Source: an optimization exercise on an open RTL-to-GDS flow (aim: a short achievable clock period). Production flows keep margins and buffers that such runs may drop.
The RTL was checked by simulation tests, not by an equivalence proof against the original design.
Power and IR drop assume default switching activity.

==> flow/design.v <==
`timescale 1ns/1ps
module rob_dispatch (
    input  logic        alu_broadcast,
    input  logic        rst,
    input  logic        dispatch_valid,
    input  logic [6:0]  dispatch_opcode,
    input  logic [2:0]  dispatch_funct3,
    input  logic [4:0]  dispatch_rd,
    input  logic        flush,
    output logic        alloc_we,
    output logic [3:0]  alloc_tag,
    output logic [1:0]  alloc_kind,
    output logic [1:0]  alloc_size,
    output logic [4:0]  alloc_rd
);
    localparam logic [1:0] kind_alu    = 2'd0;
    localparam logic [1:0] kind_load   = 2'd1;
    localparam logic [1:0] kind_store  = 2'd2;
    localparam logic [1:0] kind_branch = 2'd3;
    localparam logic [1:0] size_byte = 2'd0;
    localparam logic [1:0] size_half = 2'd1;
    localparam logic [1:0] size_word = 2'd2;
    localparam logic [6:0] opc_load   = 7'b0000011;
    localparam logic [6:0] opc_store  = 7'b0100011;
    localparam logic [6:0] opc_branch = 7'b1100011;
    logic [3:0] tail;
    assign alloc_we  = dispatch_valid;
    assign alloc_tag = tail;
    always_ff @(posedge alu_broadcast) begin
        if (rst || flush) begin
            tail <= 4'd0;
        end else if (dispatch_valid) begin
            tail <= tail + 4'd1;
        end
    end
    always_comb begin
        alloc_kind = kind_alu;
        alloc_rd   = dispatch_rd;
        case (dispatch_opcode)
            opc_load: begin
                alloc_kind = kind_load;
            end
            opc_store: begin
                alloc_kind = kind_store;
                alloc_rd   = 5'd0;
            end
            opc_branch: begin
                alloc_kind = kind_branch;
                alloc_rd   = 5'd0;
            end
            default: begin
                alloc_kind = kind_alu;
            end
        endcase
        case (dispatch_funct3[1:0])
            2'b00:   alloc_size = size_byte;
            2'b01:   alloc_size = size_half;
            default: alloc_size = size_word;
        endcase
    end
endmodule
`timescale 1ns/1ps
module rob_entry_table (
    input  logic        alu_broadcast,
    input  logic        rst,
    input  logic        alloc_we,
    input  logic [3:0]  alloc_tag,
    input  logic [1:0]  alloc_kind,
    input  logic [1:0]  alloc_size,
    input  logic [4:0]  alloc_rd,
    input  logic [31:0] alloc_pc,
    input  logic        alloc_predicted_taken,
    input  logic        alu_wb_valid,
    input  logic [3:0]  alu_wb_tag,
    input  logic [31:0] alu_wb_value,
    input  logic [31:0] alu_wb_addr,
    input  logic        lsb_wb_valid,
    input  logic [3:0]  lsb_wb_tag,
    input  logic [31:0] lsb_wb_value,
    input  logic [31:0] lsb_wb_addr,
    input  logic [3:0]  head_tag,
    input  logic        retire,
    input  logic        flush,
    output logic        head_busy,
    output logic        head_ready,
    output logic [1:0]  head_kind,
    output logic [1:0]  head_size,
    output logic [4:0]  head_rd,
    output logic [31:0] head_pc,
    output logic        head_predicted_taken,
    output logic [31:0] head_value,
    output logic [31:0] head_addr
);
    localparam int         rob_depth  = 16;
    localparam logic [1:0] kind_store = 2'd2;
    logic [rob_depth-1:0]       busy_w;
    logic [rob_depth-1:0]       ready_w;
    logic [rob_depth-1:0][1:0]  kind_w;
    logic [rob_depth-1:0][1:0]  size_w;
    logic [rob_depth-1:0][4:0]  rd_w;
    logic [rob_depth-1:0][31:0] pc_w;
    logic [rob_depth-1:0]       pt_w;
    logic [rob_depth-1:0][31:0] value_w;
    logic [rob_depth-1:0][31:0] addr_w;
    assign head_busy            = busy_w[head_tag];
    assign head_ready           = ready_w[head_tag];
    assign head_kind            = kind_w[head_tag];
    assign head_size            = size_w[head_tag];
    assign head_rd              = rd_w[head_tag];
    assign head_pc              = pc_w[head_tag];
    assign head_predicted_taken = pt_w[head_tag];
    assign head_value           = value_w[head_tag];
    assign head_addr            = addr_w[head_tag];
    for (genvar i = 0; i < rob_depth; i++) begin : g_slot
        logic        busy, ready, pt;
        logic [1:0]  kind, size;
        logic [4:0]  rd;
        logic [31:0] pc, value, addr;
        logic        hit_head, hit_alloc, hit_alu, hit_lsb;
        assign busy_w[i]  = busy;
        assign ready_w[i] = ready;
        assign kind_w[i]  = kind;
        assign size_w[i]  = size;
        assign rd_w[i]    = rd;
        assign pc_w[i]    = pc;
        assign pt_w[i]    = pt;
        assign value_w[i] = value;
        assign addr_w[i]  = addr;
        assign hit_head  = retire && (head_tag == 4'(i));
        assign hit_alloc = alloc_we && (alloc_tag == 4'(i));
        assign hit_alu   = alu_wb_valid && (alu_wb_tag == 4'(i)) && busy;
        assign hit_lsb   = lsb_wb_valid && (lsb_wb_tag == 4'(i)) && busy;
        always_ff @(posedge alu_broadcast) begin
            if (rst) begin
                busy  <= 1'b0;
                ready <= 1'b0;
            end else begin
                if (hit_head) begin
                    busy  <= 1'b0;
                    ready <= 1'b0;
                end
                if (hit_alloc) begin
                    busy  <= 1'b1;
                    ready <= 1'b0;
                    kind  <= alloc_kind;
                    size  <= alloc_size;
                    rd    <= alloc_rd;
                    pc    <= alloc_pc;
                    pt    <= alloc_predicted_taken;
                    value <= 32'd0;
                    addr  <= 32'd0;
                end
                if (hit_alu) begin
                    value <= alu_wb_value;
                    addr  <= alu_wb_addr;
                    ready <= 1'b1;
                end
                if (hit_lsb) begin
                    value <= lsb_wb_value;
                    if (kind == kind_store) begin
                        addr <= lsb_wb_addr;
                    end
                    ready <= 1'b1;
                end
                if (flush) begin
                    busy  <= 1'b0;
                    ready <= 1'b0;
                end
            end
        end
    end
endmodule
`timescale 1ns/1ps
module rob_commit (
    input  logic        alu_broadcast,
    input  logic        rst,
    input  logic        head_busy,
    input  logic        head_ready,
    input  logic [1:0]  head_kind,
    input  logic [1:0]  head_size,
    input  logic [4:0]  head_rd,
    input  logic [31:0] head_pc,
    input  logic        head_predicted_taken,
    input  logic [31:0] head_value,
    input  logic [31:0] head_addr,
    input  logic        store_done,
    output logic [3:0]  head_tag,
    output logic        retire,
    output logic        flush,
    output logic        reg_commit_valid,
    output logic [4:0]  reg_commit_rd,
    output logic [3:0]  reg_commit_tag,
    output logic [31:0] reg_commit_value,
    output logic        store_req_valid,
    output logic [1:0]  store_req_size,
    output logic [31:0] store_req_addr,
    output logic [31:0] store_req_data,
    output logic        credit_return,
    output logic        redirect,
    output logic [31:0] redirect_pc
);
    localparam logic [1:0] kind_store  = 2'd2;
    localparam logic [1:0] kind_branch = 2'd3;
    localparam logic st_idle       = 1'b0;
    localparam logic st_store_wait = 1'b1;
    logic state;
    logic        taken;
    logic        mispredict;
    logic [31:0] fix_pc;
    assign retire = (state == st_idle) && head_busy && head_ready && !flush;
    assign taken      = head_value[0];
    assign mispredict = (head_kind == kind_branch) && (taken != head_predicted_taken);
    assign fix_pc = taken ? head_addr : head_pc + 32'd4;
    always_ff @(posedge alu_broadcast) begin
        if (rst) begin
            state            <= st_idle;
            head_tag         <= 4'd0;
            reg_commit_valid <= 1'b0;
            store_req_valid  <= 1'b0;
            credit_return    <= 1'b0;
            redirect         <= 1'b0;
            flush            <= 1'b0;
        end else begin
            reg_commit_valid <= 1'b0;
            credit_return    <= 1'b0;
            redirect         <= 1'b0;
            flush            <= 1'b0;
            if (flush) begin
                head_tag <= 4'd0;
            end else if (retire) begin
                head_tag <= head_tag + 4'd1;
            end
            case (state)
                st_idle: begin
                    if (retire) begin
                        credit_return <= 1'b1;
                        case (head_kind)
                            kind_store: begin
                                store_req_valid <= 1'b1;
                                store_req_size  <= head_size;
                                store_req_addr  <= head_addr;
                                store_req_data  <= head_value;
                                state           <= st_store_wait;
                            end
                            kind_branch: begin
                                if (mispredict) begin
                                    redirect    <= 1'b1;
                                    redirect_pc <= fix_pc;
                                    flush       <= 1'b1;
                                end
                            end
                            default: begin
                                reg_commit_valid <= 1'b1;
                                reg_commit_rd    <= head_rd;
                                reg_commit_tag   <= head_tag;
                                reg_commit_value <= head_value;
                            end
                        endcase
                    end
                end
                default: begin
                    if (store_done) begin
                        store_req_valid <= 1'b0;
                        state           <= st_idle;
                    end
                end
            endcase
        end
    end
endmodule
`timescale 1ns/1ps
module rob_top (
    input  logic        alu_broadcast,
    input  logic        rst,
    input  logic        dispatch_valid,
    input  logic [6:0]  dispatch_opcode,
    input  logic [2:0]  dispatch_funct3,
    input  logic [4:0]  dispatch_rd,
    input  logic [31:0] dispatch_pc,
    input  logic        dispatch_predicted_taken,
    input  logic        alu_wb_valid,
    input  logic [3:0]  alu_wb_tag,
    input  logic [31:0] alu_wb_value,
    input  logic [31:0] alu_wb_addr,
    input  logic        lsb_wb_valid,
    input  logic [3:0]  lsb_wb_tag,
    input  logic [31:0] lsb_wb_value,
    input  logic [31:0] lsb_wb_addr,
    input  logic        store_done,
    output logic        reg_commit_valid,
    output logic [4:0]  reg_commit_rd,
    output logic [3:0]  reg_commit_tag,
    output logic [31:0] reg_commit_value,
    output logic        store_req_valid,
    output logic [1:0]  store_req_size,
    output logic [31:0] store_req_addr,
    output logic [31:0] store_req_data,
    output logic        credit_return,
    output logic        redirect,
    output logic [31:0] redirect_pc
);
    logic       alloc_we;
    logic [3:0] alloc_tag;
    logic [1:0] alloc_kind;
    logic [1:0] alloc_size;
    logic [4:0] alloc_rd;
    logic        head_busy;
    logic        head_ready;
    logic [1:0]  head_kind;
    logic [1:0]  head_size;
    logic [4:0]  head_rd;
    logic [31:0] head_pc;
    logic        head_predicted_taken;
    logic [31:0] head_value;
    logic [31:0] head_addr;
    logic [3:0]  head_tag;
    logic        retire;
    logic        flush;
    rob_dispatch u_dispatch (
        .alu_broadcast   (alu_broadcast),
        .rst             (rst),
        .dispatch_valid  (dispatch_valid),
        .dispatch_opcode (dispatch_opcode),
        .dispatch_funct3 (dispatch_funct3),
        .dispatch_rd     (dispatch_rd),
        .flush           (flush),
        .alloc_we        (alloc_we),
        .alloc_tag       (alloc_tag),
        .alloc_kind      (alloc_kind),
        .alloc_size      (alloc_size),
        .alloc_rd        (alloc_rd)
    );
    rob_entry_table u_entry_table (
        .alu_broadcast         (alu_broadcast),
        .rst                   (rst),
        .alloc_we              (alloc_we),
        .alloc_tag             (alloc_tag),
        .alloc_kind            (alloc_kind),
        .alloc_size            (alloc_size),
        .alloc_rd              (alloc_rd),
        .alloc_pc              (dispatch_pc),
        .alloc_predicted_taken (dispatch_predicted_taken),
        .alu_wb_valid          (alu_wb_valid),
        .alu_wb_tag            (alu_wb_tag),
        .alu_wb_value          (alu_wb_value),
        .alu_wb_addr           (alu_wb_addr),
        .lsb_wb_valid          (lsb_wb_valid),
        .lsb_wb_tag            (lsb_wb_tag),
        .lsb_wb_value          (lsb_wb_value),
        .lsb_wb_addr           (lsb_wb_addr),
        .head_tag              (head_tag),
        .retire                (retire),
        .flush                 (flush),
        .head_busy             (head_busy),
        .head_ready            (head_ready),
        .head_kind             (head_kind),
        .head_size             (head_size),
        .head_rd               (head_rd),
        .head_pc               (head_pc),
        .head_predicted_taken  (head_predicted_taken),
        .head_value            (head_value),
        .head_addr             (head_addr)
    );
    rob_commit u_commit (
        .alu_broadcast        (alu_broadcast),
        .rst                  (rst),
        .head_busy            (head_busy),
        .head_ready           (head_ready),
        .head_kind            (head_kind),
        .head_size            (head_size),
        .head_rd              (head_rd),
        .head_pc              (head_pc),
        .head_predicted_taken (head_predicted_taken),
        .head_value           (head_value),
        .head_addr            (head_addr),
        .store_done           (store_done),
        .head_tag             (head_tag),
        .retire               (retire),
        .flush                (flush),
        .reg_commit_valid     (reg_commit_valid),
        .reg_commit_rd        (reg_commit_rd),
        .reg_commit_tag       (reg_commit_tag),
        .reg_commit_value     (reg_commit_value),
        .store_req_valid      (store_req_valid),
        .store_req_size       (store_req_size),
        .store_req_addr       (store_req_addr),
        .store_req_data       (store_req_data),
        .credit_return        (credit_return),
        .redirect             (redirect),
        .redirect_pc          (redirect_pc)
    );
endmodule
==> flow/run.sh <==
#!/bin/bash
# synth_recipe.tcl (not shown) runs the flow's synth.tcl, then flattens the netlist and writes it again
# the make line also repeats each setting of config.mk as NAME=value (left out here)
make -C /OpenROAD-flow-scripts/flow DESIGN_CONFIG=/design/flow/config.mk WORK_HOME=/design/flow/orfs CLKGATE_MAP_FILE= SYNTH_SCRIPT=/design/flow/synth_recipe.tcl finish
==> flow/config.mk <==
export PLATFORM = sky130hd
export DESIGN_NAME = rob_top
export DESIGN_NICKNAME = rob_top
export VERILOG_FILES = /design/flow/design.v
export SDC_FILE = /design/flow/constraint.sdc
export NUM_CORES = 4
export LEC_CHECK = 0
export CAP_MARGIN = 20
export CORE_MARGIN = 2
export CORE_UTILIZATION = 40
export SLEW_MARGIN = 20
==> flow/constraint.sdc <==
create_clock -name core_clock -period 4.0 [get_ports {alu_broadcast}]
set_input_delay 0.8000 -clock core_clock [delete_from_list [all_inputs] [get_ports {alu_broadcast}]]
set_output_delay 0.8000 -clock core_clock [all_outputs]
set_load 0.01 [all_outputs]
==> run summary <==
By instance count, the cell type seen most on the critical path is buf_4. Once layout is done, the placed cells without fillers occupy 101,000 sq um. The number of global-route vias before repair is 55.4k, and the ratio of routed vias to standard cells is 6.51. The final cycle utilization of the critical path is 0.930, and the die outline height is 470 um. The global-route total usage across every layer is 0.258. The family with the most delay on the worst path was simple AND/OR/NAND/NOR gates. In the routed design, unresolved DRC markers number 0.

The run finished with no timing, DRC or antenna violations. The clock net in this run drives a total of 1,880 sinks. For the finished layout, the period the worst path requires is 3.72 ns. The tools report the signal arrival time at the worst endpoint as 4.28 ns. Cell at the slowest stage of the critical path: dfxtp_4. The share of cells above drive strength 1 was 0.188; the wire length of the first global-routing pass was 411 mm. For the pin with the worst max-slew slack, the measured transition is 0.992 ns. TritonCTS built the clock tree.

Walking the worst path, the cells encountered are buf_12 -> buf_4 -> mux4_2 -> a22o_1 -> nor2_1 -> buf_4 -> nor4_1 -> and2_1 -> and3_1 -> o31a_1. By startpoint and endpoint, the worst setup path is classified as reg2reg. Synthesis handed over a netlist of 5,773 instances.

The count of unique library cells instantiated by Yosys was 64. In this run the horizontal extent of the chip is 470 um. Root cell of the clock tree: clkbuf_16. The congestion estimate from routability-driven global placement came to 0.848.

The run gives 0.464 as the utilization after layout. The logs give 0 for the number of violations of the max-capacitance limit and 221,000 sq um for the full die area. The routed wirelength normalized by instance count works out to 33.2 um. The tools report the number of buffers created by CTS as 202.

Setup repair after global routing left no endpoint under its margin. The final-report hold violation count came out at 0. The critical path ends at u_commit.redirect_pc[22]. The run gives 5,978 as the number of nets in the final layout. In this run the static leakage power is 32.8 nW.

Counting both buffers and inverters, the worst setup path holds a total of 3. The total area inside the core boundary comes to 217,000 sq um. Startpoint type of the worst setup path: a flip-flop. Leaving out fill and tap cells, the most frequent cell in the layout is edfxtp_1. The tightest min-delay check is of the in2reg type. For the worst slew margin relative to its limit, the log shows 0.334. Summed over all layers, the global routing overflow is 0.

The post-synth net total came out at 5,972. Setup violations remaining at the end of the flow were counted as 0. The number of cells on the critical path is 10.

The worst setup path is captured at a flip-flop. The cell area that synthesis handed to floorplanning was 86,900 sq um. The post-CTS setup-driven buffer insertion count was 0. Summing over every cut layer, the via total after detailed routing is 57.4k. The number of cell instances on the worst register-to-register path works out to 10.

For the HPWL after detailed placement, the log shows 159 mm. The I/O pin count came out at 333. At the worst endpoint, the required time is 4.56 ns. The largest stage delay on the critical path came out at 0.65 ns.

The layout overhead on the synthesized area is 15.7%. Once placement finished, the instance area stood at 94,200 sq um. Static timing analysis puts the maximum clock frequency at 269 MHz. The initial core utilization was 0.401.

In this run the critical register-to-register path is launched from u_commit.head_tag[0]. The clock skew is 0.0555 ns, and the number of buffers inserted for hold repair after clock tree synthesis is 0. The run gives 0.644 as the share of the yosys chip area belonging to registers. Dividing total power by cell area gives a power density of 423 nW/um^2. The flip-flop and latch count after synthesis was 1,880; the initial antenna violation count was 71. The source-to-sink clock delay at the later pin of the worst-skew pair is 0.88 ns, and the clock-pin slew on the worst setup and hold paths is 0.06 ns. The worst-case IR drop observed on VDD is 0.000498 V. The standard-cell row count was 171. Leaving out fill and tap cells, the most frequent cells in the layout are edfxtp_1, a22oi_1, a22o_1.

The average size of a mapped cell is 15.1 sq um, and the fraction of registers with async set or reset after synthesis is 0. Among all flip-flop cells after synthesis, the most frequent one is edfxtp_1. The buffer levels on the longest clock path was 3.

The launch point of the worst path is u_commit.head_tag[0]. The DRC violation total after the first TritonRoute iteration was 7,838. The worst register-to-register path ends at u_commit.redirect_pc[22]. CTS built an H-tree with a depth of 4. Entering global routing, the biggest net connects 81 pins. In this run the register-to-register setup slack is 0.28 ns. The total of warnings raised by yosys came out at 3. The biggest area contributor in the post-synthesis netlist is edfxtp_1. The share of Yosys cell area claimed by the top area cell type was 0.634. Ranked by total cell area, the synthesized netlist is headed by edfxtp_1, mux4_2, a22o_1, a22oi_1, o21ai_0.

The tools report the remaining number of nets flagged by the antenna check after routing as 0. The number of buffers inserted by port buffering is 331, and the length of the first detailed-routing pass in iterations is 7. The max-slew violation count was 0. Of all nets on the critical path, the largest fanout is 26. The routed design has 292 mm of wire. Once the clock tree was built, the resizer swapped 0 gates to a different size.

Counting flops with a built-in enable in the synthesized netlist gives 1,835.
-- sequential cells by signal, indices dropped and copies added (netlist names), 16 cells and up --
name	cells
u_entry_table.g_slot.addr	512
u_entry_table.g_slot.pc	512
u_entry_table.g_slot.value	512
u_entry_table.g_slot.rd	80
u_commit.redirect_pc	32
u_commit.reg_commit_value	32
u_commit.store_req_addr	32
u_commit.store_req_data	32
u_entry_table.g_slot.kind	32
u_entry_table.g_slot.size	32
u_entry_table.g_slot.busy	16
u_entry_table.g_slot.pt	16
u_entry_table.g_slot.ready	16
-- worst register-to-register path, delay by kind of cell, from the launching register on --
kind	cells	cell delay (ns)
AND/OR/NAND/NOR	4	0.95
flip-flops	1	0.65
AO/OA/AOI/OAI	2	0.55
multiplexers	1	0.50
buffers and inverters	3	0.77
-- stage by stage --
step	std cells	setup WS (ns)	setup TNS [ns]	total power, mW	hold WS, ns
finish	8812	0.282	0	42.5	0.490
global route	8809	0.151	0	43.6	0.482
CTS	8801	0.321	0	42.7	0.445
detailed placement	8429	0.357	0	24.5	0.482
global placement	8429	0.360	0	24.4	0.474
floorplan	5773	-5.16	-2748.35	23.8	0.403
-- report_power, final --
group | switching, mW | internal, mW | total (mW)
registers | 0.199 | 22.0 | 22.2
clock network | 8.02 | 10.3 | 18.4
logic | 1.19 | 0.720 | 1.91
total | 9.41 | 33.1 | 42.5
-- kinds of logic (layout without fill, tap and decap cells) --
logic type | after synthesis | in the layout | share of synthesized area
DFF | 1880 | 1880 | 0.644
muxes | 513 | 513 | 0.134
adders and majority gates | 9 | 9 | 0.00130
buffers and inverters | 776 | 950 | 0.0368
other | 0 | 11 | 0
xor gates and xnor gates | 22 | 22 | 0.00222
AOI/OAI and AO/OA | 1742 | 1742 | 0.141
and+or+nand+nor | 831 | 831 | 0.0414
-- synth_stat cells (all sizes together) (3+ instances only) --
library cell  instances
edfxtp             1835
clkbuf              557
a22oi               544
a22o                525
mux4                506
nand2               468
o21ai               429
buf                 208
nor2                200
a21oi               195
dfxtp                45
and3                 36
nor2b                25
o211ai               20
xnor2                15
and3b                13
nand4                13
nand3                12
and2                 11
inv                  11
ha                    9
a31oi                 8
nor3                  8
nor4                  8
xor2                  7
nand2b                6
or3                   6
a221oi                5
nor3b                 5
or2                   5
mux2                  4
nand3b                4
a31o                  3
mux2i                 3
-- worst min path at each step --
| stage | to | from | cells past startpoint |
|---|---|---|---|
| after CTS | u_commit.state | rst | 2 |
| final | u_commit.store_req_valid | rst | 2 |
| after global placement | u_entry_table.g_slot[15].ready | u_entry_table.g_slot[15].ready | 2 |
| after floorplan | u_commit.reg_commit_tag[3] | u_commit.head_tag[3] | 0 |
| after global routing | u_commit.store_req_valid | rst | 2 |
| after detailed placement | u_entry_table.g_slot[6].ready | u_entry_table.g_slot[6].ready | 2 |
-- area by class of cell --
cell class / count / area [sq um]
Fill cell: 18500 / 116000
Clock buffer: 257 / 5380
Tap cell: 2854 / 3570
Antenna cell: 11 / 27.5
Multi-Input combinational cell: 3117 / 28400
Clock inverter: 115 / 1010
Inverter: 11 / 45.0
Sequential cell: 1880 / 56000
Timing Repair Buffer: 567 / 6100
-- layer usage --
metal | part of all wire | global-route usage | vias up
met4 | 0.046 | 0.113 | 60
met5 | 0.0013 | 0 | -
met1 | 0.38 | 0.345 | 29300
met3 | 0.12 | 0.0658 | 806
met2 | 0.46 | 0.397 | 3923
li1 | - | - | 23300

## separate check: timing with driven ports
Ports are ideal in the flow. The routed layout listed here was re-timed in OpenROAD.
Step 1 sets driving cells, clkbuf_16 on the clock port and buf_2 on the other inputs (assumed; they add their load-dependent delay and slew).
Step 2 times the ports against the registers' clock, not the clock port: input delays grow and output delays shrink by t, the midpoint of the rising clock arrivals with the driver on.
Slacks: no drivers / after step 1 / after step 2; pairs: no drivers / after step 1.
shift t [ns]: 0.946
slack for setup (ns): 0.282 / 0.282 / 0.282
hold slack, ns: 0.490 / 0.425 / 0.497
slew at the worst register clock pin (ns): 0.07 / 0.07
After both steps this run still meets setup and hold. For this run, drivers alone change the setup slack by 0.000 ns; drivers and shift together by 0.000 ns.
